This is an optimization exercise on Yosys and OpenROAD, whose aim is small area and a short achievable clock period, not a production implementation.
The RTL was checked by simulation tests, not by an equivalence proof against the original design.
No activity file was given, so power comes from the tool's default toggle rates.

--- design/flow/design.v ---
module branch_predictor_gshare #(
  parameter int PC_WIDTH       = 32,
  parameter int INSTR_ALIGN    = 2,
  parameter int PHT_INDEX_BITS = 8,
  parameter int BHR_WIDTH      = 8,
  parameter int CTR_WIDTH      = 2,
  parameter int BTB_INDEX_BITS = 4,
  parameter int MODE           = 1,
  parameter int STAT_WIDTH     = 16
) (
  input  logic                  clk,
  input  logic                  reset_n,
  input  logic                  lookup_valid,
  input  logic [PC_WIDTH-1:0]   lookup_pc,
  output logic                  pred_taken,
  output logic [PC_WIDTH-1:0]   pred_target,
  output logic                  pred_btb_hit,
  output logic [BHR_WIDTH-1:0]  pred_bhr,
  input  logic                  upd_valid,
  input  logic [PC_WIDTH-1:0]   upd_pc,
  input  logic                  upd_taken,
  input  logic [PC_WIDTH-1:0]   upd_target,
  input  logic [BHR_WIDTH-1:0]  upd_bhr,
  input  logic                  upd_mispredict,
  output logic [STAT_WIDTH-1:0] stat_lookups,
  output logic [STAT_WIDTH-1:0] stat_mispredicts
);
  localparam int PHT_DEPTH = 1 << PHT_INDEX_BITS;
  localparam int BTB_DEPTH = 1 << BTB_INDEX_BITS;
  localparam int TAG_WIDTH = PC_WIDTH - INSTR_ALIGN - BTB_INDEX_BITS;
  localparam logic [CTR_WIDTH-1:0] CTR_INIT = CTR_WIDTH'((1 << (CTR_WIDTH - 1)) - 1);
  localparam logic [PC_WIDTH-1:0]  PC_STEP  = PC_WIDTH'(1) << INSTR_ALIGN;
  function automatic logic [PHT_INDEX_BITS-1:0] pht_index(
    input logic [PC_WIDTH-1:0]  pc,
    input logic [BHR_WIDTH-1:0] hist
  );
    logic [PHT_INDEX_BITS-1:0] hist_ext;
    hist_ext = '0;
    hist_ext[BHR_WIDTH-1:0] = hist;
    if (MODE == 0) pht_index = pc[INSTR_ALIGN +: PHT_INDEX_BITS];
    else           pht_index = pc[INSTR_ALIGN +: PHT_INDEX_BITS] ^ hist_ext;
  endfunction
  logic [PHT_DEPTH*CTR_WIDTH-1:0] pht_q;
  logic                           pht_clr_q;
  logic                           wb_v_q;
  logic [PHT_INDEX_BITS-1:0]      wb_idx_q;
  logic                           wb_t_q;
  logic [BTB_DEPTH-1:0]           btb_valid_q;
  logic [TAG_WIDTH-1:0]           btb_tag_q    [BTB_DEPTH];
  logic [PC_WIDTH-1:0]            btb_target_q [BTB_DEPTH];
  logic [BHR_WIDTH-1:0]           bhr_q;
  localparam int PHT_LO_BITS = PHT_INDEX_BITS / 2;
  localparam int PHT_HI_BITS = PHT_INDEX_BITS - PHT_LO_BITS;
  localparam int PHT_COLS    = 1 << PHT_LO_BITS;
  localparam int PHT_ROWS    = 1 << PHT_HI_BITS;
  logic [PHT_COLS-1:0] wr_col;
  logic [PHT_ROWS-1:0] wr_row;
  always_comb begin
    for (int c = 0; c < PHT_COLS; c++)
      wr_col[c] = pht_clr_q || (wb_idx_q[PHT_LO_BITS-1:0] == PHT_LO_BITS'(c));
    for (int r = 0; r < PHT_ROWS; r++)
      wr_row[r] = pht_clr_q || (wb_v_q && wb_idx_q[PHT_INDEX_BITS-1:PHT_LO_BITS] == PHT_HI_BITS'(r));
  end
  logic [CTR_WIDTH-1:0] wb_cur, wb_new;
  always_comb begin
    wb_cur = '0;
    for (int r = 0; r < PHT_ROWS; r++) begin
      logic [CTR_WIDTH-1:0] row_rd;
      row_rd = '0;
      for (int c = 0; c < PHT_COLS; c++)
        row_rd |= {CTR_WIDTH{wr_col[c]}} & pht_q[(r*PHT_COLS+c)*CTR_WIDTH +: CTR_WIDTH];
      wb_cur |= {CTR_WIDTH{wr_row[r]}} & row_rd;
    end
    if (wb_t_q) wb_new = (wb_cur == '1) ? wb_cur : wb_cur + CTR_WIDTH'(1);
    else        wb_new = (wb_cur == '0) ? wb_cur : wb_cur - CTR_WIDTH'(1);
  end
  always_ff @(posedge clk or negedge reset_n) begin
    if (!reset_n) pht_clr_q <= 1'b1;
    else          pht_clr_q <= 1'b0;
  end
  always_ff @(posedge clk or negedge reset_n) begin
    if (!reset_n) wb_v_q <= 1'b0;
    else          wb_v_q <= upd_valid;
  end
  always_ff @(posedge clk) begin
    wb_idx_q <= pht_index(upd_pc, upd_bhr);
    wb_t_q   <= upd_taken;
  end
  logic [CTR_WIDTH-1:0] wr_data;
  assign wr_data = pht_clr_q ? CTR_INIT : wb_new;
  for (genvar k = 0; k < PHT_DEPTH; k++) begin : g_pht
    always_ff @(posedge clk) begin
      if (wr_row[k / PHT_COLS] && wr_col[k % PHT_COLS])
        pht_q[k*CTR_WIDTH +: CTR_WIDTH] <= wr_data;
    end
  end
  logic [PHT_INDEX_BITS-1:0] lk_pht_idx;
  logic [PHT_COLS-1:0]       lk_col;
  logic [PHT_ROWS-1:0]       lk_row;
  logic [BTB_DEPTH-1:0]      lk_sel;
  logic [TAG_WIDTH-1:0]      lk_tag;
  localparam int BTB_LO_BITS = BTB_INDEX_BITS / 2;
  localparam int BTB_GSIZE   = 1 << BTB_LO_BITS;
  localparam int BTB_GROUPS  = BTB_DEPTH / BTB_GSIZE;
  logic [BTB_GSIZE-1:0]      lk_lo;
  logic [BTB_GROUPS-1:0]     lk_hi;
  logic [PC_WIDTH-1:0]       lk_tgt_rd;
  logic                      lk_hit;
  logic                      lk_byp;
  logic                      lk_dir;
  always_comb begin
    lk_pht_idx = pht_index(lookup_pc, bhr_q);
    lk_tag     = lookup_pc[PC_WIDTH-1 -: TAG_WIDTH];
    for (int c = 0; c < PHT_COLS; c++) lk_col[c] = lk_pht_idx[PHT_LO_BITS-1:0] == PHT_LO_BITS'(c);
    for (int r = 0; r < PHT_ROWS; r++) lk_row[r] = lk_pht_idx[PHT_INDEX_BITS-1:PHT_LO_BITS] == PHT_HI_BITS'(r);
    for (int i = 0; i < BTB_DEPTH; i++) lk_sel[i] = lookup_pc[INSTR_ALIGN +: BTB_INDEX_BITS] == BTB_INDEX_BITS'(i);
    for (int j = 0; j < BTB_GSIZE; j++) lk_lo[j] = lookup_pc[INSTR_ALIGN +: BTB_LO_BITS] == BTB_LO_BITS'(j);
    for (int g = 0; g < BTB_GROUPS; g++) lk_hi[g] = lookup_pc[INSTR_ALIGN+BTB_LO_BITS +: BTB_INDEX_BITS-BTB_LO_BITS] == (BTB_INDEX_BITS-BTB_LO_BITS)'(g);
    lk_byp = wb_v_q && (lookup_pc[INSTR_ALIGN +: PHT_INDEX_BITS] == pht_index(
               {{(PC_WIDTH-INSTR_ALIGN-PHT_INDEX_BITS){1'b0}}, wb_idx_q, {INSTR_ALIGN{1'b0}}},
               bhr_q));
    lk_dir = lk_byp & wb_new[CTR_WIDTH-1];
    for (int r = 0; r < PHT_ROWS; r++) begin
      logic row_rd;
      row_rd = 1'b0;
      for (int c = 0; c < PHT_COLS; c++)
        row_rd |= lk_col[c] & pht_q[(r*PHT_COLS+c)*CTR_WIDTH + CTR_WIDTH-1];
      lk_dir |= lk_row[r] & !lk_byp & row_rd;
    end
    lk_tgt_rd = '0;
    for (int i = 0; i < BTB_DEPTH; i++)
      lk_tgt_rd |= {PC_WIDTH{lk_sel[i]}} & btb_target_q[i];
    lk_hit = 1'b0;
    for (int g = 0; g < BTB_GROUPS; g++) begin
      logic [TAG_WIDTH-1:0] grp_tag;
      logic                 grp_vld;
      grp_tag = '0;
      grp_vld = 1'b0;
      for (int j = 0; j < BTB_GSIZE; j++) begin
        grp_tag |= {TAG_WIDTH{lk_lo[j]}} & btb_tag_q[g*BTB_GSIZE+j];
        grp_vld |= lk_lo[j] & btb_valid_q[g*BTB_GSIZE+j];
      end
      lk_hit |= lk_hi[g] & grp_vld & (grp_tag == lk_tag);
    end
    pred_btb_hit = lk_hit;
    pred_taken   = pred_btb_hit && lk_dir;
    pred_target  = pred_taken ? lk_tgt_rd : lookup_pc + PC_STEP;
    pred_bhr     = bhr_q;
  end
  logic [BTB_INDEX_BITS-1:0] up_btb_idx;
  logic [TAG_WIDTH-1:0]      up_tag;
  assign up_btb_idx = upd_pc[INSTR_ALIGN +: BTB_INDEX_BITS];
  assign up_tag     = upd_pc[PC_WIDTH-1 -: TAG_WIDTH];
  always_ff @(posedge clk or negedge reset_n) begin
    if (!reset_n) begin
      btb_valid_q <= '0;
      bhr_q       <= '0;
    end else if (upd_valid) begin
      if (upd_taken) btb_valid_q[up_btb_idx] <= 1'b1;
      bhr_q <= {bhr_q[BHR_WIDTH-2:0], upd_taken};
    end
  end
  always_ff @(posedge clk) begin
    if (upd_valid && upd_taken) begin
      btb_tag_q[up_btb_idx]    <= up_tag;
      btb_target_q[up_btb_idx] <= upd_target;
    end
  end
  always_ff @(posedge clk or negedge reset_n) begin
    if (!reset_n) begin
      stat_lookups     <= '0;
      stat_mispredicts <= '0;
    end else begin
      if (lookup_valid && (stat_lookups != '1))
        stat_lookups <= stat_lookups + STAT_WIDTH'(1);
      if (upd_valid && upd_mispredict && (stat_mispredicts != '1))
        stat_mispredicts <= stat_mispredicts + STAT_WIDTH'(1);
    end
  end
endmodule
--- design/flow/flow/run.sh ---
#!/bin/bash
set -euo pipefail
export IO_CONSTRAINTS="$(pwd)/flow/io.tcl"
export CTS_ARGS="-sink_clustering_enable -repair_clock_nets -dont_use_dummy_load -sink_clustering_size 25 -sink_clustering_max_diameter 60 -buf_list sky130_fd_sc_hd__clkbuf_16"
export BUFFER_PORTS_ARGS="-buffer_cell sky130_fd_sc_hd__buf_2"
bash standard.sh finish > flow_make.log 2>&1
--- design/flow/flow/io.tcl ---
# Keep the combinational lookup path's ports together on one edge.
set lookup_pins {}
foreach p [get_ports {lookup_pc[*] pred_*}] {
  lappend lookup_pins [get_name $p]
}
set_io_pin_constraint -pin_names $lookup_pins -region left:*
--- design/flow/standard.sh ---
#!/bin/bash
# synth_recipe.tcl (not shown) runs the flow's synth.tcl, then flattens the netlist and writes it again
# the make line also repeats each setting of config.mk as NAME=value (left out here)
make -C /OpenROAD-flow-scripts/flow DESIGN_CONFIG=/design/flow/config.mk WORK_HOME=/design/flow/orfs CLKGATE_MAP_FILE= SYNTH_SCRIPT=/design/flow/synth_recipe.tcl "${@:-finish}"
--- design/flow/config.mk ---
export PLATFORM = sky130hd
export DESIGN_NAME = branch_predictor_gshare
export DESIGN_NICKNAME = branch_predictor_gshare
export VERILOG_FILES = /design/flow/design.v
export SDC_FILE = /design/flow/constraint.sdc
export NUM_CORES = 4
export LEC_CHECK = 0
export CAP_MARGIN = 20
export CORE_MARGIN = 2
export CORE_UTILIZATION = 72
export CTS_BUF_LIST = sky130_fd_sc_hd__clkbuf_16
export CTS_CLUSTER_DIAMETER = 60
export CTS_CLUSTER_SIZE = 25
export PLACE_DENSITY = 0.82
export SETUP_SLACK_MARGIN = 2.5
export SLEW_MARGIN = 20
export TNS_END_PERCENT = 5
--- design/flow/constraint.sdc ---
create_clock -name core_clock -period 7.0 [get_ports {clk}]
set_input_delay 1.4000 -clock core_clock [delete_from_list [all_inputs] [get_ports {clk}]]
set_output_delay 1.4000 -clock core_clock [all_outputs]
set_load 0.01 [all_outputs]
==> impl_metrics.py, run 1 <==
metrics = {
    "run_status": {
        "status": "timing/DRC/antenna clean",
    },
    "job": {
        "maxCapViolations": 0,
    },
    "finish": {
        "fin_nets": 4356,
        "fill_cells": 3831,
        "final_cells": 5329,
        "final_layout_size_suffix_gt1_share_pct": 22.0,
        "area_growth_pct": 14.4,
    },
    "placed_design": {
        "hpwl_um": 118000,
        "numPortBuffers": 181,
        "place.gp.congestion": 1.06,
        "dp_cells": 5068,
        "pre_cts_ws_ns": -0.0600,
    },
    "setup_path": {
        "cp_top_family": "buffers and inverters",
        "critPathMaxFanout": 8,
        "cp.buffers_inverters": 8,
        "worstPathRequired_ns": 5.60,
        "worst-setup-path-type": "in -> out",
        "slowest_delay_ns": 0.36,
        "path_cells": "buf_12 -> clkinvlp_4 -> ha_4 -> buf_12 -> buf_16 -> a22o_1 -> a221oi_2 -> xor2_1 -> nand4_1 -> nor4_2 -> nand4_1 -> nand4_1 -> buf_6 -> o211a_4 -> buf_12 -> buf_16 -> mux2_4 -> buf_6",
        "rrSetupSlack_ns": 2.50,
        "end_kind": "primary output",
        "crit_path_top_delay_cell": "nor4_2",
        "worst_setup_path_start_kind": "input port",
        "critPathArrivalTime_ns": 5.14,
    },
    "sta": {
        "fin_skew_ns": 0.0717,
        "slew_violations": 0,
        "worst_slew_pin_slew_ns": 1.26,
        "layout_setup_ws_ns": 0.457,
        "setup_viol": 0,
        "finalSetupTns_ns": 0,
        "hold_viol_final": 0,
        "fmax_mhz": 153,
        "relSlewSlack_pct": 16.2,
        "fin_crit_sh_pct": 93.5,
        "grt_setup_unrepaired": "yes",
        "period_needed_ns": 6.54,
    },
    "floorplanning": {
        "initial_core_util_pct": 72.6,
        "core_area_um2": 83400,
        "fp.dieArea_um2": 86400,
        "die_y_um": 294,
        "pin_count": 184,
        "fp.dieW_um": 294,
        "rows": 106,
    },
    "grt": {
        "use_met1_pct": 57.7,
        "grt_usage_pct": 46.8,
        "met2_usage_pct": 70.9,
        "overflow": 0,
        "grt_pass1_wl_um": 284000,
        "grt_use_met3_pct": 15.2,
        "grt.busiest_layer": "met2",
        "grt_pass1_vias": 41200,
        "antenna_found_initial": 16,
        "grt_max_degree": 82,
    },
    "drt": {
        "first_pass_iters": 10,
        "detailedRoute.firstIterationViolations": 8524,
        "wire_per_inst_um": 38.2,
        "finalWirelength_um": 204000,
        "vias_per_cell": 7.97,
        "vias": 42500,
        "drcViolationCount": 0,
        "postRouteAntennaNets": 0,
    },
    "clock_tree": {
        "ctsRootBufferMaster": "clkbuf_16",
        "path_clk_slew_ns": 0.06,
        "numCtsBuffers": 89,
        "clk_latency_ns": 0.69,
        "clkSinkCount": 1507,
        "postCtsHoldBufs": 0,
        "cts_tree": "yes",
        "clock_path_buffers": 3,
        "htree_levels": 3,
    },
    "logic_synthesis": {
        "synth_edf_count": 1440,
        "yosysTopAreaCell": "edfxtp_1",
        "ys_types": 82,
        "synth_area_leaders": "edfxtp_1 (71%), a22o_1 (3.7%), a221oi_1 (3.4%), a22oi_1 (3.1%), dfrtp_1 (2.4%)",
        "synthCells": 3852,
        "ys_seq_elements": 1507,
        "yosysTopAreaCellShare_pct": 71.4,
        "syn_nets": 3973,
        "synth_flop_cell": "edfxtp_1",
        "ys.warnings.count": 1,
        "synth_area_um2": 60500,
        "synth.avg_cell_area_um2": 15.7,
        "yosysSeqAreaShare_pct": 74.1,
        "synthArstFlopShare_pct": 3.85,
    },
    "pwr": {
        "p_leak_nw": 23.6,
        "p_per_area_nw_per_um2": 265,
        "irDropWorstVdd_uv": 233,
    },
    "worst_hold_path": {
        "min_path_type": "reg -> reg",
    },
}
[synthesized netlist by cell type, types with 11 or more instances]
cell	n
a31oi_1	17
a22o_1	257
a21o_1	15
dfrtp_1	57
buf_2	17
mux2_2	23
buf_1	49
and4_1	18
nor4_1	21
edfxtp_1	1440
nand2_1	120
and3_1	17
mux2i_1	36
a21oi_1	40
buf_6	13
inv_1	18
ha_1	11
nor2_1	343
xnor2_1	94
a221oi_1	236
and2_1	13
nand3_1	53
mux2_4	21
nand4_1	93
a22oi_1	246
o21ai_0	76
nor3_1	32
clkbuf_1	204
xor2_1	97
[worst paths after layout]
check,startpoint,end,cells after the start
max,lookup_pc[2],pred_target[12],18
min,btb_valid_q[5],btb_valid_q[5],1
max reg2reg,pht_clr_q,pht_q[358],14
min reg2reg,btb_valid_q[5],btb_valid_q[5],1
max in group asynchronous,reset_n,bhr_q[3],2
min in group asynchronous,reset_n,btb_valid_q[3],2
[cell type report]
cell class / count / area (um2) / share of cell area [%]
Inverter: 19 / 78.8 / 0.114
Multi-Input combinational cell: 2043 / 15700 / 22.7
Timing Repair Buffer: 575 / 4940 / 7.13
Sequential cell: 1507 / 44900 / 64.8
Clock buffer: 89 / 2230 / 3.22
Antenna cell: 16 / 40.0 / 0.0578
Tap cell: 1080 / 1350 / 1.95
[cell usage in the layout, fill, tap and decap left out, drive strengths merged, types with 9 or more instances in the layout]
cell / n
edfxtp: 1440
buf: 572
nor2: 343
a22o: 257
a22oi: 247
a221oi: 237
nand2: 120
xor2: 97
xnor2: 95
nand4: 93
clkbuf: 91
o21ai: 76
dfrtp: 57
nand3: 53
mux2: 44
a21oi: 40
mux2i: 36
nor3: 32
nor4: 21
or2: 20
and4: 18
a31oi: 17
and3: 17
diode: 16
inv: 16
a21o: 15
and2: 14
ha: 11
a32oi: 10
a41oi: 10
o2bb2ai: 9
dfxtp: 9
[report_power, final]
part	switching, mW	leakage (nW)	internal (mW)
registers	0.224	14.2	10.2
clock network	2.73	1.10	2.25
logic	1.86	8.35	1.03
[per-stage QoR]
step	total power, mW	utilization [%]	hold slack [ns]	area, um2
finish	18.3	83.0	0.466	69300
global route	18.6	83.0	0.477	69200
CTS	17.9	82.0	0.461	68400
detailed placement	13.0	77.0	0.444	64200
global placement	12.9	77.0	0.438	64200
floorplan	11.9	-	0.428	60900
[per-layer routing]
metal	routed length, um	share of wire [%]
met1	61200	30
met4	18200	9.0
met5	47	0.023
met2	90800	45
met3	33400	16
[what timing repair did]
item / in CTS / in global routing
cloned: 7 / 2
pin swaps: 53 / 43
endpoints found under the hold margin: 0 / 0
gates resized for setup: 187 / 50
setup endpoints to repair: 546 / 256
setup buffers: 84 / 61
[worst reg2reg max path: stages (launching register included)]
cell and delay (ns):
dfstp_4 0.54, buf_6 0.19, or2_4 0.34, buf_12 0.17, buf_4 0.16, a22oi_2 0.19
and4_1 0.22, nand4_1 0.34, a2111oi_4 0.47, nand4b_1 0.13, buf_4 0.18, buf_4 0.14
a21boi_2 0.16, o21bai_4 0.70, buf_12 0.33
[state kept, by name, summed over array words and instances (netlist names)]
register,flops
stat_lookups,16
pht_q,512
wb_t_q,1
btb_tag_q,416
pht_clr_q,1
btb_valid_q,16
wb_v_q,1
wb_idx_q,8
bhr_q,8
stat_mispredicts,16
btb_target_q,512
[logic make-up after synthesis]
family | after synthesis | share of synthesized area, %
other cells | 1 | 0.00620
buf+inv | 305 | 2.11
simple gates | 763 | 5.98
flops | 1507 | 74.1
compound gates | 986 | 12.9
mux | 87 | 1.80
fa+ha+maj | 12 | 0.246
xor+xnor | 191 | 2.76
==> run 2: changes to the inputs <==
--- a/design/flow/config.mk
+++ b/design/flow/config.mk
@@ -9,3 +9,3 @@
 export CORE_MARGIN = 2
-export CORE_UTILIZATION = 72
+export CORE_UTILIZATION = 65
 export CTS_BUF_LIST = sky130_fd_sc_hd__clkbuf_16
@@ -13,3 +13,3 @@
 export CTS_CLUSTER_SIZE = 25
-export PLACE_DENSITY = 0.82
+export PLACE_DENSITY = 0.75
 export SETUP_SLACK_MARGIN = 2.5
==> impl_metrics.py, run 2 <==
metrics = {
    "floorplanning": {
        "pin_count": 184,
        "die_y_um": 309,
        "core_area_um2": 91900,
        "rows": 111,
        "fp.dieW_um": 309,
        "initial_core_util_pct": 65.8,
        "fp.dieArea_um2": 95600,
    },
    "logic_synthesis": {
        "yosysSeqAreaShare_pct": 74.1,
        "yosysTopAreaCellShare_pct": 71.4,
        "ys_types": 82,
        "synthMostInstantiatedCell": "edfxtp_1",
        "synth_area_um2": 60500,
        "synth_edf_count": 1440,
        "synthArstFlopShare_pct": 3.85,
        "ys_seq_elements": 1507,
        "synthCells": 3852,
        "synth.avg_cell_area_um2": 15.7,
        "ys.warnings.count": 1,
        "synth.top_cells.by_count": "edfxtp_1 (1440), nor2_1 (343), a22o_1 (257), a22oi_1 (246), a221oi_1 (236)",
        "syn_nets": 3973,
        "synth_flop_cell": "edfxtp_1",
        "yosysTopAreaCell": "edfxtp_1",
        "synth_area_leaders": "edfxtp_1 (71%), a22o_1 (3.7%), a221oi_1 (3.4%), a22oi_1 (3.1%), dfrtp_1 (2.4%)",
    },
    "sta": {
        "period_needed_ns": 6.37,
        "setup_viol": 0,
        "grt_setup_unrepaired": "yes",
        "fin_skew_ns": 0.0841,
        "slew_violations": 0,
        "finalSetupTns_ns": 0,
        "worst_slew_pin_slew_ns": 1.19,
        "fin_crit_sh_pct": 91.0,
        "hold_viol_final": 0,
        "fmax_mhz": 157,
        "relSlewSlack_pct": 20.9,
    },
    "grt": {
        "overflow": 0,
        "grt_max_degree": 181,
        "grt_usage_pct": 41.0,
        "antenna_found_initial": 14,
        "grt_pass1_vias": 39100,
        "grt_pass1_wl_um": 275000,
    },
    "setup_path": {
        "worstPathRequired_ns": 5.60,
        "worst_setup_path_start_kind": "input port",
        "reg2reg_depth": 13,
        "rr_endpoint": "pht_q[187]",
        "worst-setup-path-type": "in -> out",
        "critPathArrivalTime_ns": 4.97,
        "rrSetupSlack_ns": 2.35,
        "critPathLaunch": "lookup_pc[3]",
        "critical_path.endpoint": "pred_target[3]",
        "end_kind": "primary output",
        "r2r-start": "wb_idx_q[0]",
        "critPathMaxFanout": 8,
    },
    "worst_hold_path": {
        "min_path_type": "reg -> reg",
    },
    "run_status": {
        "status": "timing/DRC/antenna clean",
    },
    "drt": {
        "postRouteAntennaNets": 0,
        "detailedRoute.firstIterationViolations": 7494,
        "drcViolationCount": 0,
        "vias": 40600,
        "vias_per_cell": 7.45,
        "wire_per_inst_um": 36.2,
        "finalWirelength_um": 197000,
        "first_pass_iters": 8,
    },
    "pwr": {
        "total_power_mw": 18.5,
        "p_per_area_nw_per_um2": 268,
        "irDropWorstVdd_uv": 231,
        "p_leak_nw": 23.5,
    },
    "clock_tree": {
        "postCtsHoldBufs": 0,
        "clock_path_buffers": 3,
        "path_clk_slew_ns": 0.09,
        "ctsRootBufferMaster": "clkbuf_16",
        "clkSinkCount": 1507,
        "numCtsBuffers": 98,
        "cts_tree": "yes",
        "htree_levels": 3,
        "clk_latency_ns": 0.70,
    },
    "finish": {
        "mostFrequentLayoutCell": "edfxtp_1",
        "final_layout_size_suffix_gt1_share_pct": 21.3,
        "reg_top3": "btb_target_q: 512 flops, pht_q: 512 flops, btb_tag_q: 416 flops",
        "fin_nets": 4325,
        "mostFrequentLayoutCells": "edfxtp_1 (1440), nor2_1 (305), buf_4 (279)",
        "area_growth_pct": 14.3,
    },
    "placed_design": {
        "numPortBuffers": 181,
        "place.gp.congestion": 1.02,
        "hpwl_um": 116000,
    },
    "job": {
        "maxCapViolations": 0,
    },
}
==> run 2: layout make-up <==
cell class	instances	area [um2]
antenna	8	20.0
clock buffer	98	2450
fill	5506	22700
inverter	19	78.8
multi-input combinational	2042	15700
sequential	1507	44900
tap	1243	1560
timing repair buffer	536	4540
==> run 2: power by group <==
part	internal (mW)	switching [mW]
clock network	2.47	2.74
logic	1.03	1.83
registers	10.2	0.206
total	13.7	4.77
==> run 2: what timing repair did <==
item / CTS / global route
setup buffers: 89 / 33
gates cloned: 7 / 1
endpoints found under the setup margin: 546 / 130
pin swaps: 57 / 40
resized for setup: 163 / 53
==> run 2: cells by family (layout without fill, tap and decap cells) <==
logic type                 Yosys count  count (layout)  synth area share [%]
AOI/OAI and AO/OA                  986             986                  12.9
xor gates and xnor gates           191             192                  2.76
adders and majority gates           12              12                 0.246
buffers and inverters              305             653                  2.11
DFF                               1507            1507                  74.1
muxes                               87              87                  1.80
other                                1               9               0.00620
and+or+nand+nor                    763             764                  5.98
==> run 2: worst min-delay path by stage <==
stage	start	to	slack, ns	cells past startpoint
floorplan	btb_valid_q[4]	btb_valid_q[4]	0.43	1
global placement	btb_valid_q[9]	btb_valid_q[9]	0.44	1
detailed placement	btb_valid_q[12]	btb_valid_q[12]	0.44	1
CTS	btb_valid_q[12]	btb_valid_q[12]	0.46	1
global route	btb_valid_q[7]	btb_valid_q[7]	0.48	1
finish	btb_valid_q[14]	btb_valid_q[14]	0.46	1
==> run 2: routing by layer <==
layer	global-route usage [%]	wire length, um	up-vias	part of all wire (%)
met1	53.1	65200	20000	33
met5	0	56	-	0.028
met3	12.1	27600	884	14
met2	62.3	89500	3496	45
li1	-	-	16200	-
met4	24.3	14900	8	7.5
==> run 2: worst max-delay path: stages <==
cell and delay (ns):
buf_12 0.13, xnor2_4 0.50, buf_4 0.21, buf_6 0.12, nor3_2 0.11, a32o_1 0.22
a21oi_1 0.13, o2111ai_1 0.18, o211ai_1 0.30, nand3_2 0.13, or4_4 0.54, o211a_4 0.22
buf_6 0.13, buf_12 0.15, mux2_4 0.33, buf_6 0.13
==> run 2: stage by stage <==
step / std cells / util [%] / setup slack, ns / hold slack [ns] / instance area, um2
5_1_grt: 5450 / 75.3 / 0.604 / 0.479 / 69200
3_5_place_dp: 5217 / 70.0 / 0.147 / 0.445 / 64300
4_1_cts: 5411 / 74.6 / 0.781 / 0.465 / 68600
2_1_floorplan: 3852 / - / 1.60 / 0.428 / 60900
6_report: 5453 / 75.3 / 0.627 / 0.463 / 69200
3_3_place_gp: 5216 / 70.0 / 0.227 / 0.438 / 64300
==> run 3: changes to the inputs <==
--- a/design/flow/design.v
+++ b/design/flow/design.v
@@ -146,3 +146,3 @@
     pred_taken   = pred_btb_hit && lk_dir;
-    pred_target  = pred_taken ? lk_tgt_rd : lookup_pc + PC_STEP;
+    pred_target  = lk_hit ? (lk_dir ? lk_tgt_rd : lookup_pc + PC_STEP) : lookup_pc + PC_STEP;
     pred_bhr     = bhr_q;
==> impl_metrics.py, run 3 <==
metrics = {
    "run_status": {
        "status": "timing/DRC/antenna clean",
    },
    "logic_synthesis": {
        "synthArstFlopShare_pct": 3.85,
        "ys.warnings.count": 1,
        "ys_types": 80,
        "syn_nets": 3984,
        "yosysTopAreaCellShare_pct": 71.6,
        "yosysTopAreaCell": "edfxtp_1",
        "synth.top_cells.by_count": "edfxtp_1 (1440), nor2_1 (357), a22oi_1 (272), a22o_1 (250), a221oi_1 (230)",
        "synthMostInstantiatedCell": "edfxtp_1",
        "ys_seq_elements": 1507,
        "synth_area_um2": 60400,
        "synth_edf_count": 1440,
        "synth_area_leaders": "edfxtp_1 (72%), a22o_1 (3.6%), a22oi_1 (3.4%), a221oi_1 (3.3%), dfrtp_1 (2.4%)",
        "synth_flop_cell": "edfxtp_1",
        "synthCells": 3863,
        "synth.avg_cell_area_um2": 15.6,
        "yosysSeqAreaShare_pct": 74.3,
    },
    "grt": {
        "overflow": 0,
        "grt_usage_pct": 40.1,
        "grt_max_degree": 162,
        "grt_pass1_vias": 38500,
        "grt_pass1_wl_um": 270000,
        "antenna_found_initial": 10,
    },
    "drt": {
        "finalWirelength_um": 192000,
        "wire_per_inst_um": 35.4,
        "first_pass_iters": 9,
        "vias_per_cell": 7.46,
        "detailedRoute.firstIterationViolations": 7068,
        "postRouteAntennaNets": 0,
        "drcViolationCount": 0,
        "vias": 40600,
    },
    "clock_tree": {
        "numCtsBuffers": 100,
        "clock_path_buffers": 3,
        "postCtsHoldBufs": 0,
        "clkSinkCount": 1507,
        "htree_levels": 3,
        "clk_latency_ns": 0.72,
        "path_clk_slew_ns": 0.07,
        "cts_tree": "yes",
        "ctsRootBufferMaster": "clkbuf_16",
    },
    "finish": {
        "reg_top3": "btb_target_q: 512 flops, pht_q: 512 flops, btb_tag_q: 416 flops",
        "final_layout_size_suffix_gt1_share_pct": 20.2,
        "mostFrequentLayoutCell": "edfxtp_1",
        "seqCellArea_um2": 44900,
        "mostFrequentLayoutCells": "edfxtp_1 (1440), nor2_1 (323), a22oi_1 (268)",
        "area_growth_pct": 13.8,
        "multi_input_area_um2": 15500,
        "fill_cells": 5522,
        "fin_nets": 4309,
    },
    "setup_path": {
        "worst-setup-path-type": "reg -> out",
        "rrSetupSlack_ns": 2.27,
        "critPathMaxFanout": 19,
        "worst_setup_path_start_kind": "flop",
        "worstPathRequired_ns": 5.60,
        "critPathArrivalTime_ns": 4.94,
        "end_kind": "primary output",
    },
    "pwr": {
        "irDropWorstVdd_uv": 258,
        "switchingPower_mw": 4.75,
        "seqPwrFrac_pct": 56.5,
        "total_power_mw": 18.5,
        "power.share.switching_pct": 25.7,
        "p_per_area_nw_per_um2": 269,
        "p_int_mw": 13.7,
        "p_clk_share_pct": 28.5,
        "comb_power_share_pct": 15.0,
        "p_leak_nw": 23.3,
    },
    "floorplanning": {
        "rows": 111,
        "fp.dieArea_um2": 95400,
        "fp.dieW_um": 309,
        "pin_count": 184,
        "die_y_um": 309,
        "initial_core_util_pct": 65.7,
        "core_area_um2": 91900,
    },
    "sta": {
        "relSlewSlack_pct": 21.2,
        "finalSetupTns_ns": 0,
        "setup_viol": 0,
        "holdWs_ns": 0.463,
        "slew_violations": 0,
        "fin_crit_sh_pct": 90.5,
        "fin_skew_ns": 0.0885,
        "worst_slew_pin_slew_ns": 1.18,
        "grt_setup_unrepaired": "yes",
        "hold_viol_final": 0,
        "fmax_mhz": 158,
        "period_needed_ns": 6.34,
    },
    "placed_design": {
        "numPortBuffers": 181,
        "place.gp.congestion": 1.04,
        "hpwl_um": 115000,
    },
    "job": {
        "maxCapViolations": 0,
    },
    "worst_hold_path": {
        "min_path_type": "reg -> reg",
    },
}
run 3: cell types whose count changed after synthesis, sizes merged, moves of 9 or more:
cell    previous run  this run
a22oi            247       272
o21ai             76        58
nand3             53        67
nor2             343       357
clkbuf           204       215
buf               82        73
nand4             93        84
run 3: worst paths after layout:
check,depth (start not counted),to,startpoint
max reg2reg,15,pht_q[312],wb_idx_q[2]
min reg2reg,1,btb_valid_q[5],btb_valid_q[5]
max in group asynchronous,2,bhr_q[5],reset_n
min in group asynchronous,2,stat_mispredicts[15],reset_n
max,16,pred_target[0],wb_idx_q[2]
min,1,btb_valid_q[5],btb_valid_q[5]
run 3: power groups by stage:
stage          logic (mW)  registers, mW  clock network (mW)
2_1_floorplan        1.28           10.6                   0
3_5_place_dp         2.38           10.6                   0
3_3_place_gp         2.35           10.6                   0
6_report             2.77           10.5                5.28
4_1_cts              2.58           10.4                5.26
5_1_grt              2.83           10.5                5.52
run 3: worst max-delay path, stage by stage (launching register included):
cell and delay, ns:
dfxtp_4 0.39, buf_4 0.18, and4b_1 0.22, or2_4 0.30, buf_4 0.19, buf_12 0.17
a22o_1 0.25, a221oi_1 0.27, a41oi_1 0.25, nor4_2 0.31, nand4_1 0.33, maj3_2 0.40
o211a_4 0.25, buf_12 0.15, buf_12 0.15, mux2_4 0.30, buf_2 0.14
run 3: what timing repair did:
action	CTS	global route
endpoints found under the setup margin	546	242
cloned	6	2
buffers inserted	68	24
resized for setup	112	43
pin swaps	38	26
run 3: cell type report:
| class | instances | share of cell area [%] |
|---|---|---|
| flip-flops and latches | 1507 | 65.3 |
| multi-input cells | 2051 | 22.6 |
| repair buffers | 509 | 6.06 |
| clock buffers | 100 | 3.64 |
| well taps | 1243 | 2.26 |
| inverters | 19 | 0.104 |
| diodes | 10 | 0.0364 |
run 3: cell families after synthesis:
group / Yosys count / synth area share, %
buffers and inverters: 307 / 2.06
DFF: 1507 / 74.3
adders and majority gates: 12 / 0.246
AOI/OAI and AO/OA: 980 / 12.9
and+or+nand+nor: 784 / 6.17
other: 1 / 0.00621
xor gates and xnor gates: 192 / 2.78
muxes: 80 / 1.54
run 3: per-layer routing:
metal	global-route usage (%)	wire [um]	vias to the layer above
li1	-	-	16200
met1	52.0	64700	19900
met2	61.5	87600	3628
met4	23.4	13600	8
met3	11.0	26500	827
met5	0	53	-
run 3: per-stage QoR:
stage	setup slack (ns)	instances	utilization [%]	instance area [um2]
after floorplan	1.67	3863	-	61000
after global placement	0.289	5228	70.1	64400
after detailed placement	0.278	5229	70.1	64400
after CTS	0.770	5403	74.2	68200
after global routing	0.581	5434	74.8	68700
final	0.665	5439	74.8	68800
==> run 4: changes to the inputs <==
==> design/flow/flow/run.sh (replaced) <==
#!/bin/bash
set -euo pipefail
export IO_CONSTRAINTS="$(pwd)/flow/io.tcl"
export CTS_ARGS="-sink_clustering_enable -repair_clock_nets -dont_use_dummy_load -sink_clustering_size 25 -sink_clustering_max_diameter 80 -buf_list sky130_fd_sc_hd__clkbuf_16"
export BUFFER_PORTS_ARGS="-buffer_cell sky130_fd_sc_hd__buf_2"
bash standard.sh finish > flow_make.log 2>&1
--- a/design/flow/config.mk
+++ b/design/flow/config.mk
@@ -11,3 +11,3 @@
 export CTS_BUF_LIST = sky130_fd_sc_hd__clkbuf_16
-export CTS_CLUSTER_DIAMETER = 60
+export CTS_CLUSTER_DIAMETER = 80
 export CTS_CLUSTER_SIZE = 25
==> impl_metrics.py, run 4 <==
metrics = {
    "setup_path": {
        "critPathArrivalTime_ns": 4.95,
        "end_kind": "primary output",
        "worst-setup-path-type": "reg -> out",
        "worst_setup_path_start_kind": "flop",
        "critPathMaxFanout": 8,
        "worstPathRequired_ns": 5.60,
    },
    "clock_tree": {
        "path_clk_slew_ns": 0.10,
        "numCtsBuffers": 72,
        "ctsRootBufferMaster": "clkbuf_16",
        "clk_latency_ns": 0.68,
        "clkSinkCount": 1507,
        "htree_levels": 3,
        "cts_tree": "yes",
        "clock_path_buffers": 3,
    },
    "grt": {
        "antenna_found_initial": 13,
        "overflow": 0,
        "grt_pass1_vias": 38400,
        "grt_max_degree": 162,
        "grt_pass1_wl_um": 271000,
        "grt_usage_pct": 40.4,
    },
    "pwr": {
        "switchingPower_mw": 4.69,
        "power.share.switching_pct": 26.3,
        "p_int_mw": 13.2,
        "seqPwrFrac_pct": 58.5,
        "comb_power_share_pct": 16.4,
        "p_clk_share_pct": 25.1,
        "irDropWorstVdd_uv": 278,
        "p_leak_nw": 23.4,
        "p_per_area_nw_per_um2": 258,
    },
    "sta": {
        "fmax_mhz": 158,
        "grt_setup_unrepaired": "yes",
        "fin_crit_sh_pct": 90.7,
        "relSlewSlack_pct": 23.2,
        "period_needed_ns": 6.35,
        "worst_slew_pin_slew_ns": 1.15,
        "fin_skew_ns": 0.0756,
        "hold_viol_final": 0,
        "setup_viol": 0,
        "slew_violations": 0,
        "finalSetupTns_ns": 0,
    },
    "floorplanning": {
        "initial_core_util_pct": 65.7,
        "fp.dieArea_um2": 95400,
        "pin_count": 184,
        "rows": 111,
        "core_area_um2": 91900,
        "fp.dieW_um": 309,
        "die_y_um": 309,
    },
    "placed_design": {
        "numPortBuffers": 181,
        "place.gp.congestion": 1.04,
        "dp_cells": 5229,
        "hpwl_um": 115000,
    },
    "finish": {
        "mostFrequentLayoutCells": "edfxtp_1 (1440), nor2_1 (321), buf_4 (273)",
        "mostFrequentLayoutCell": "edfxtp_1",
        "reg_top3": "btb_target_q: 512 flops, pht_q: 512 flops, btb_tag_q: 416 flops",
        "area_growth_pct": 14.4,
        "final_cells": 5461,
        "fin_nets": 4329,
        "final_layout_size_suffix_gt1_share_pct": 21.6,
    },
    "logic_synthesis": {
        "synth.top_cells.by_count": "edfxtp_1 (1440), nor2_1 (357), a22oi_1 (272), a22o_1 (250), a221oi_1 (230)",
        "ys_seq_elements": 1507,
        "yosysTopAreaCell": "edfxtp_1",
        "ys.warnings.count": 1,
        "synthArstFlopShare_pct": 3.85,
        "synth.avg_cell_area_um2": 15.6,
        "ys_types": 80,
        "synth_area_um2": 60400,
        "synthCells": 3863,
        "synth_area_leaders": "edfxtp_1 (72%), a22o_1 (3.6%), a22oi_1 (3.4%), a221oi_1 (3.3%), dfrtp_1 (2.4%)",
        "synth_edf_count": 1440,
        "yosysSeqAreaShare_pct": 74.3,
        "synthMostInstantiatedCell": "edfxtp_1",
        "yosysTopAreaCellShare_pct": 71.6,
        "syn_nets": 3984,
        "synth_flop_cell": "edfxtp_1",
    },
    "drt": {
        "postRouteAntennaNets": 0,
        "drcViolationCount": 0,
        "first_pass_iters": 12,
        "vias": 40800,
        "detailedRoute.firstIterationViolations": 7615,
        "wire_per_inst_um": 36.0,
        "finalWirelength_um": 196000,
        "vias_per_cell": 7.47,
    },
    "run_status": {
        "status": "timing/DRC/antenna clean",
    },
    "worst_hold_path": {
        "min_path_type": "reg -> reg",
    },
    "job": {
        "maxCapViolations": 0,
    },
}
## run 4: logic make-up after synthesis
family | Yosys count | share of synthesized area, %
buf+inv | 307 | 2.06
fa+ha+maj | 12 | 0.246
mux | 80 | 1.54
flops | 1507 | 74.3
xor+xnor | 192 | 2.78
compound gates | 980 | 12.9
simple gates | 784 | 6.17
other cells | 1 | 0.00621
## run 4: area by class of cell
type                       instances  area [um2]
antenna                           12        30.0
clock buffer                      72        1800
fill                            5505       22800
inverter                          19        76.3
multi-input combinational       2052       15900
sequential                      1507       44900
tap                             1243        1560
timing repair buffer             556        4900
## run 4: stage by stage
step	total power, mW	util (%)	area, um2	hold WS, ns	worst slack, ns
global placement	13.0	70.1	64400	0.438	0.289
CTS	17.5	73.7	67800	0.468	0.818
floorplan	11.9	-	61000	0.428	1.67
global route	18.2	75.2	69100	0.482	0.630
finish	17.9	75.2	69100	0.468	0.654
detailed placement	13.0	70.1	64400	0.445	0.278
## run 4: per-layer routing
layer	GRT usage, %	part of all wire [%]	vias to the layer above
li1	-	-	16200
met1	53.3	33	19900
met2	61.8	45	3753
met3	10.1	15	881
met4	23.2	7.4	8
met5	0	0.028	-
## run 4: power groups by stage
| stage | combinational [mW] | sequential [mW] | clock, mW |
|---|---|---|---|
| after floorplan | 1.28 | 10.6 | 0 |
| after global placement | 2.35 | 10.6 | 0 |
| after detailed placement | 2.38 | 10.6 | 0 |
| after CTS | 2.62 | 10.4 | 4.45 |
| after global routing | 2.97 | 10.5 | 4.71 |
| final | 2.92 | 10.5 | 4.48 |
## run 4: path summary, 6_finish.rpt
path	start	end	slack [ns]	cells after the start
worst min-delay path	btb_valid_q[11]	btb_valid_q[11]	0.47	1
max in group asynchronous	reset_n	bhr_q[3]	5.53	2
min in group asynchronous	reset_n	stat_mispredicts[6]	0.88	2
worst max-delay path	pht_clr_q	pred_target[0]	0.65	14
worst max register to register	wb_idx_q[1]	pht_q[252]	2.32	15
worst min register to register	btb_valid_q[11]	btb_valid_q[11]	0.47	1
## run 4: worst max-delay path, cell delays in order (launching register included)
cell and delay [ns]:
dfstp_4 0.58, buf_6 0.18, or2_4 0.32, buf_12 0.19
a22oi_2 0.15, nand2_1 0.07, or4_4 0.50, a2111oi_4 0.62
nand4_4 0.23, maj3_2 0.36, o211a_4 0.29, buf_12 0.16
buf_12 0.15, mux2_4 0.30, buf_2 0.14
## run 4: what timing repair did
action | in CTS | in global routing
pin swaps | 46 | 42
gates cloned | 7 | 9
endpoints found under the setup margin | 546 | 296
hold buffers | 0 | 0
setup buffers | 77 | 55
gates resized for setup | 132 | 118
==> run 5: changes to the inputs <==
--- a/design/flow/design.v
+++ b/design/flow/design.v
@@ -146,3 +146,3 @@
     pred_taken   = pred_btb_hit && lk_dir;
-    pred_target  = lk_hit ? (lk_dir ? lk_tgt_rd : lookup_pc + PC_STEP) : lookup_pc + PC_STEP;
+    pred_target  = pred_taken ? lk_tgt_rd : lookup_pc + PC_STEP;
     pred_bhr     = bhr_q;
==> impl_metrics.py, run 5 <==
metrics = {
    "worst_hold_path": {
        "hold_start": "btb_valid_q[14]",
        "min_path_type": "reg -> reg",
    },
    "finish": {
        "fin_nets": 4280,
        "reg_top3": "btb_target_q: 512 flops, pht_q: 512 flops, btb_tag_q: 416 flops",
        "area_growth_pct": 13.0,
        "mostFrequentLayoutCells": "edfxtp_1 (1440), nor2_1 (304), buf_4 (265)",
        "mostFrequentLayoutCell": "edfxtp_1",
        "final_layout_size_suffix_gt1_share_pct": 20.4,
        "finish.instance_area_um2": 68400,
        "fill_cells": 5572,
    },
    "clock_tree": {
        "numCtsBuffers": 71,
        "clk_latency_ns": 0.69,
        "clkSinkCount": 1507,
        "clock_path_buffers": 3,
        "path_clk_slew_ns": 0.10,
        "cts_tree": "yes",
        "htree_levels": 3,
        "ctsRootBufferMaster": "clkbuf_16",
    },
    "drt": {
        "first_pass_iters": 8,
        "vias": 40200,
        "postRouteAntennaNets": 0,
        "wire_per_inst_um": 36.2,
        "detailedRoute.firstIterationViolations": 7173,
        "vias_per_cell": 7.44,
        "finalWirelength_um": 196000,
        "drcViolationCount": 0,
    },
    "sta": {
        "fin_crit_sh_pct": 91.2,
        "relSlewSlack_pct": 21.3,
        "grt_setup_unrepaired": "yes",
        "fmax_mhz": 157,
        "holdWs_ns": 0.465,
        "worst_slew_pin_slew_ns": 1.18,
        "hold_viol_final": 0,
        "setup_viol": 0,
        "slew_violations": 0,
        "finalSetupTns_ns": 0,
        "period_needed_ns": 6.38,
        "fin_skew_ns": 0.0975,
    },
    "logic_synthesis": {
        "synth_area_leaders": "edfxtp_1 (71%), a22o_1 (3.7%), a221oi_1 (3.4%), a22oi_1 (3.1%), dfrtp_1 (2.4%)",
        "synth.top_cells.by_count": "edfxtp_1 (1440), nor2_1 (343), a22o_1 (257), a22oi_1 (246), a221oi_1 (236)",
        "ys_seq_elements": 1507,
        "synth_flop_cell": "edfxtp_1",
        "ys_types": 82,
        "synthMostInstantiatedCell": "edfxtp_1",
        "synth.avg_cell_area_um2": 15.7,
        "synth_area_um2": 60500,
        "synth_edf_count": 1440,
        "synthCells": 3852,
        "ys.warnings.count": 1,
        "yosysTopAreaCellShare_pct": 71.4,
        "yosysTopAreaCell": "edfxtp_1",
        "yosysSeqAreaShare_pct": 74.1,
        "synthArstFlopShare_pct": 3.85,
        "syn_nets": 3973,
    },
    "grt": {
        "grt_usage_pct": 40.6,
        "overflow": 0,
        "grt_max_degree": 181,
        "grt_pass1_vias": 38600,
        "grt_pass1_wl_um": 272000,
        "antenna_found_initial": 15,
    },
    "setup_path": {
        "critPathMaxFanout": 14,
        "path_cells": "buf_12 -> xnor2_4 -> buf_12 -> nor2_1 -> a22oi_1 -> o21ai_1 -> a221o_1 -> o211ai_1 -> nand3_2 -> or4_4 -> o211a_4 -> buf_6 -> buf_12 -> mux2_4 -> buf_6",
        "worst-setup-path-type": "in -> out",
        "slowest_delay_ns": 0.55,
        "worst_setup_path_start_kind": "input port",
        "r2r-start": "wb_idx_q[0]",
        "cp_top_family": "compound AO/OA/AOI/OAI gates",
        "end_kind": "primary output",
        "critPathArrivalTime_ns": 4.98,
        "rr_endpoint": "pht_q[446]",
        "reg2reg_depth": 13,
        "crit_path_top_delay_cell": "or4_4",
        "worstPathRequired_ns": 5.60,
        "cp_num_cells": 15,
        "crit_top_cell": "buf_12",
        "critical_path.endpoint": "pred_target[3]",
        "rrSetupSlack_ns": 2.43,
        "critPathLaunch": "lookup_pc[4]",
        "cp.buffers_inverters": 5,
    },
    "floorplanning": {
        "core_area_um2": 91900,
        "fp.dieW_um": 309,
        "fp.dieArea_um2": 95600,
        "pin_count": 184,
        "rows": 111,
        "initial_core_util_pct": 65.8,
        "die_y_um": 309,
    },
    "placed_design": {
        "place.gp.congestion": 1.02,
        "hpwl_um": 116000,
        "place_area_um2": 64300,
        "numPortBuffers": 181,
    },
    "job": {
        "maxCapViolations": 0,
    },
    "pwr": {
        "total_power_mw": 17.8,
        "p_leak_nw": 23.1,
        "p_per_area_nw_per_um2": 260,
        "irDropWorstVdd_uv": 221,
    },
    "run_status": {
        "status": "timing/DRC/antenna clean",
    },
}
-- run 5: cell types whose count changed after synthesis, sizes merged, moves of 11 or more --
cell	before	now
o21ai	58	76
nand3	67	53
clkbuf	215	204
a22oi	272	247
nor2	357	343
-- run 5: what timing repair did --
item                                    CTS  global route
resized for setup                       148            68
setup buffers                            74            29
endpoints found under the setup margin  546           130
hold buffers                              0             0
cloned                                    5             4
pin swaps                                51            40
-- run 5: per-layer routing --
layer  share of wire [%]  vias to the layer above  GRT usage, %
li1                    -                    16100             -
met1                  34                    19900          53.0
met2                  45                     3385          61.8
met3                  14                      831          11.3
met4                 7.2                       10          23.4
met5               0.036                        -             0
-- run 5: through the flow --
step	std cells	worst slack (ns)	utilization [%]
CTS	5367	0.742	73.6
detailed placement	5217	0.147	70.0
global placement	5216	0.227	70.0
floorplan	3852	1.60	-
finish	5409	0.619	74.4
global route	5405	0.534	74.4
-- run 5: cell families (layout without fill, tap and decap cells) --
family	Yosys count	count (layout)	share of synthesized area, %
adders and majority gates	12	12	0.246
other	1	10	0.00620
AOI/OAI and AO/OA	986	986	12.9
buffers and inverters	305	609	2.11
and+or+nand+nor	763	764	5.98
DFF	1507	1507	74.1
xor gates and xnor gates	191	191	2.76
muxes	87	87	1.80
-- run 5: cell type report --
class                           count  area, um2  share of cell area [%]
Multi-Input combinational cell   2041      15700                    22.9
Timing Repair Buffer              519       4400                    6.44
Tap cell                         1243       1560                    2.27
Inverter                           19       78.8                   0.115
Antenna cell                        9       22.5                  0.0329
Sequential cell                  1507      44900                    65.6
Clock buffer                       71       1780                    2.60
-- run 5: worst min-delay path by stage --
stage,to,slack (ns),cells past startpoint
after floorplan,btb_valid_q[4],0.43,1
after global placement,btb_valid_q[9],0.44,1
after detailed placement,btb_valid_q[12],0.44,1
after CTS,btb_valid_q[12],0.47,1
after global routing,btb_valid_q[7],0.48,1
final,btb_valid_q[14],0.46,1
-- run 5: power by group --
group / internal [mW] / switching (mW) / leakage, nW
combinational: 1.05 / 1.83 / 8.01
sequential: 10.2 / 0.208 / 14.2
clock: 1.82 / 2.63 / 0.875
==> run 6: changes to the inputs <==
==> design/flow/flow/run.sh (replaced) <==
#!/bin/bash
set -euo pipefail
export IO_CONSTRAINTS="$(pwd)/flow/io.tcl"
export CTS_ARGS="-sink_clustering_enable -repair_clock_nets -dont_use_dummy_load -sink_clustering_size 30 -sink_clustering_max_diameter 50 -buf_list sky130_fd_sc_hd__clkbuf_16"
export BUFFER_PORTS_ARGS="-buffer_cell sky130_fd_sc_hd__buf_2"
bash standard.sh finish > flow_make.log 2>&1
--- a/design/flow/config.mk
+++ b/design/flow/config.mk
@@ -11,4 +11,4 @@
 export CTS_BUF_LIST = sky130_fd_sc_hd__clkbuf_16
-export CTS_CLUSTER_DIAMETER = 80
-export CTS_CLUSTER_SIZE = 25
+export CTS_CLUSTER_DIAMETER = 50
+export CTS_CLUSTER_SIZE = 30
 export PLACE_DENSITY = 0.75
==> impl_metrics.py, run 6 <==
metrics = {
    "run_status": {
        "status": "timing/DRC/antenna clean",
    },
    "sta": {
        "slew_violations": 0,
        "period_needed_ns": 6.97,
        "fin_skew_ns": 0.0826,
        "grt_setup_unrepaired": "yes",
        "fin_crit_sh_pct": 99.6,
        "finalSetupTns_ns": 0,
        "relSlewSlack_pct": 21.0,
        "fmax_mhz": 143,
        "worst_slew_pin_slew_ns": 1.18,
        "hold_viol_final": 0,
        "setup_viol": 0,
    },
    "drt": {
        "detailedRoute.firstIterationViolations": 7547,
        "postRouteAntennaNets": 0,
        "finalWirelength_um": 201000,
        "vias": 41300,
        "drcViolationCount": 0,
        "vias_per_cell": 7.53,
        "first_pass_iters": 9,
        "wire_per_inst_um": 36.5,
    },
    "setup_path": {
        "reg2reg_depth": 14,
        "worst_setup_path_start_kind": "flop",
        "rr_endpoint": "pht_q[447]",
        "rrSetupSlack_ns": 1.79,
        "critPathMaxFanout": 11,
        "worstPathRequired_ns": 5.60,
        "worst-setup-path-type": "reg -> out",
        "critPathArrivalTime_ns": 5.57,
        "end_kind": "primary output",
        "r2r-start": "wb_idx_q[2]",
    },
    "job": {
        "maxCapViolations": 0,
    },
    "logic_synthesis": {
        "synth_top_family_by_area": "compound AO/OA/AOI/OAI gates",
        "synthArstFlopShare_pct": 3.85,
        "synthMuxAreaShare_pct": 1.80,
        "synth_area_leaders": "edfxtp_1 (71%), a22o_1 (3.7%), a221oi_1 (3.4%), a22oi_1 (3.1%), dfrtp_1 (2.4%)",
        "ys_types": 82,
        "synthMostInstantiatedCell": "edfxtp_1",
        "synth_flop_cell": "edfxtp_1",
        "synth.avg_cell_area_um2": 15.7,
        "ys.warnings.count": 1,
        "yosysSeqAreaShare_pct": 74.1,
        "yosysTopAreaCellShare_pct": 71.4,
        "synthCells": 3852,
        "ys_seq_elements": 1507,
        "synthXorXnorAreaFrac_pct": 2.76,
        "yosys.area_share.simple_pct": 5.98,
        "synth-compound-area-share_pct": 12.9,
        "synth_edf_count": 1440,
        "synth_fa_ha_area_share_pct": 0.246,
        "yosysTopAreaCell": "edfxtp_1",
        "syn_nets": 3973,
        "synth_area_um2": 60500,
        "synth.top_cells.by_count": "edfxtp_1 (1440), nor2_1 (343), a22o_1 (257), a22oi_1 (246), a221oi_1 (236)",
    },
    "placed_design": {
        "hpwl_um": 116000,
        "place.gp.congestion": 1.02,
        "numPortBuffers": 181,
    },
    "finish": {
        "reg_top3": "btb_target_q: 512 flops, pht_q: 512 flops, btb_tag_q: 416 flops",
        "fill_cells": 5379,
        "multi_input_area_um2": 15500,
        "final_layout_size_suffix_gt1_share_pct": 21.4,
        "mostFrequentLayoutCells": "edfxtp_1 (1440), nor2_1 (309), buf_4 (273)",
        "fin_nets": 4361,
        "area_growth_pct": 15.6,
        "seqCellArea_um2": 44900,
        "mostFrequentLayoutCell": "edfxtp_1",
    },
    "grt": {
        "antenna_found_initial": 14,
        "grt_use_met3_pct": 12.4,
        "grt_usage_pct": 41.4,
        "use_met1_pct": 53.7,
        "grt_pass1_wl_um": 277000,
        "overflow": 0,
        "grt.busiest_layer": "met2",
        "met2_usage_pct": 62.5,
        "grt_pass1_vias": 39600,
        "grt_max_degree": 181,
    },
    "floorplanning": {
        "die_y_um": 309,
        "pin_count": 184,
        "core_area_um2": 91900,
        "fp.dieArea_um2": 95600,
        "initial_core_util_pct": 65.8,
        "fp.dieW_um": 309,
        "rows": 111,
    },
    "worst_hold_path": {
        "hold_end": "btb_valid_q[14]",
        "min_path_type": "reg -> reg",
        "hold_start": "btb_valid_q[14]",
        "holdPathStages": 1,
    },
    "clock_tree": {
        "path_clk_slew_ns": 0.05,
        "clkSinkCount": 1507,
        "numCtsBuffers": 133,
        "htree_levels": 4,
        "cts_tree": "yes",
        "clk_latency_ns": 0.78,
        "clock_path_buffers": 3,
        "postCtsHoldBufs": 0,
        "ctsRootBufferMaster": "clkbuf_16",
    },
    "pwr": {
        "irDropWorstVdd_uv": 236,
        "p_leak_nw": 23.9,
        "p_per_area_nw_per_um2": 280,
        "total_power_mw": 19.6,
    },
}
## run 6: cell count changes in the layout (fill, tap and decap cells not counted), sizes merged
cell | previous run | this run
or2 | 19 | 21
buf | 514 | 532
diode | 9 | 11
clkbuf | 75 | 134
xnor2 | 94 | 95
bufbuf | 1 | 2
## run 6: worst max-delay path: stages, from the launching register on
cell and delay [ns]:
dfxtp_4 0.36, buf_12 0.13, buf_4 0.14, and4b_1 0.20
or2_1 0.28, buf_6 0.19, a22o_1 0.26, nor3_2 0.18
a41oi_2 0.58, a2111oi_4 0.52, buf_4 0.22, nand4b_1 0.25
maj3_2 0.42, o211a_4 0.33, buf_12 0.15, buf_16 0.15
mux2_4 0.31, buf_6 0.13
## run 6: worst max path at each step
stage | from | endpoint | slack, ns | cells past startpoint
after global placement | lookup_pc[3] | pred_target[10] | 0.23 | 14
after global routing | wb_idx_q[0] | pred_target[29] | 0.06 | 17
after CTS | wb_idx_q[3] | pred_target[20] | 0.72 | 15
after floorplan | lookup_pc[4] | pred_target[0] | 1.60 | 13
final | wb_idx_q[0] | pred_target[12] | 0.03 | 17
after detailed placement | lookup_pc[3] | pred_target[10] | 0.15 | 15
## run 6: routing by layer
metal  vias to the layer above  wire length [um]
met2                      3830             90400
met3                       956             30500
li1                      16300                 -
met5                         -                42
met1                     20300             65600
met4                         6             14100
## run 6: layout make-up
| class | count | area share (%) |
|---|---|---|
| diodes | 11 | 0.0393 |
| clock buffers | 133 | 4.76 |
| multi-input cells | 2044 | 22.2 |
| repair buffers | 535 | 6.55 |
| well taps | 1243 | 2.22 |
| flip-flops and latches | 1507 | 64.2 |
| inverters | 19 | 0.113 |
## run 6: logic make-up (layout without fill, tap and decap cells)
kind of cell	count (synthesis)	count (layout)
multiplexers	87	87
XOR/XNOR	191	192
AO/OA/AOI/OAI	986	986
other	1	12
adder cells (fa/ha/maj)	12	12
buffers and inverters	305	687
AND/OR/NAND/NOR	763	766
flip-flops	1507	1507
## run 6: repair_timing
item                                    CTS  global route
setup buffers                            93            29
cloned                                    6             3
pin swaps                                43            31
resized for setup                       133            55
endpoints found under the setup margin  546           130
## run 6: stage by stage
stage	cells	util, %	instance area (um2)	setup WS [ns]	hold WS, ns
5_1_grt	5486	76.1	70000	0.0583	0.472
3_5_place_dp	5217	70.0	64300	0.147	0.445
3_3_place_gp	5216	70.0	64300	0.227	0.438
2_1_floorplan	3852	-	60900	1.60	0.428
4_1_cts	5449	75.5	69400	0.724	0.458
6_report	5492	76.1	70000	0.0261	0.455
## run 6: report_power, final
group,switching [mW],leakage (nW),internal (mW)
registers,0.210,14.2,10.3
clock network,2.96,1.64,3.33
logic,1.83,8.06,1.01
total,5.00,23.9,14.6

[separate check: timing with driven ports]
In the flow no input, the clock included, has a driving cell. The finished layouts below were timed again as built, in two steps. Step 1 assumes that a clkbuf_16 drives the clock port and a buf_2 every other input. Step 2 adds t to the input delays and takes it off the output delays; t is the mean of the earliest and latest rising clock arrival at the registers after step 1. Input paths then give back, and output paths get back, about the clock's delay inside the block. Three values: ideal ports, drivers, drivers and shift; two values: the first two.
run	t (ns)	setup WS [ns]	worst hold slack (ns)	worst setup path at the end
run 1	0.746	0.457 / 0.397 / 0.397	0.466 / 0.466 / 0.466	input to output
run 2	0.748	0.627 / 0.528 / 0.528	0.463 / 0.463 / 0.463	input to output
run 3	0.750	0.665 / 0.592 / 0.599	0.463 / 0.463 / 0.463	input to output
run 4	0.731	0.654 / 0.578 / 0.591	0.468 / 0.468 / 0.468	input to output
run 5	0.721	0.619 / 0.546 / 0.564	0.465 / 0.465 / 0.465	input to output
run 6	0.814	0.026 / -0.052 / 0.495	0.455 / 0.455 / 0.455	input to output
After both steps every run listed still meets setup and hold. For run 2, which loses most, drivers alone change the setup slack by -0.099 ns; drivers and shift together by -0.099 ns.
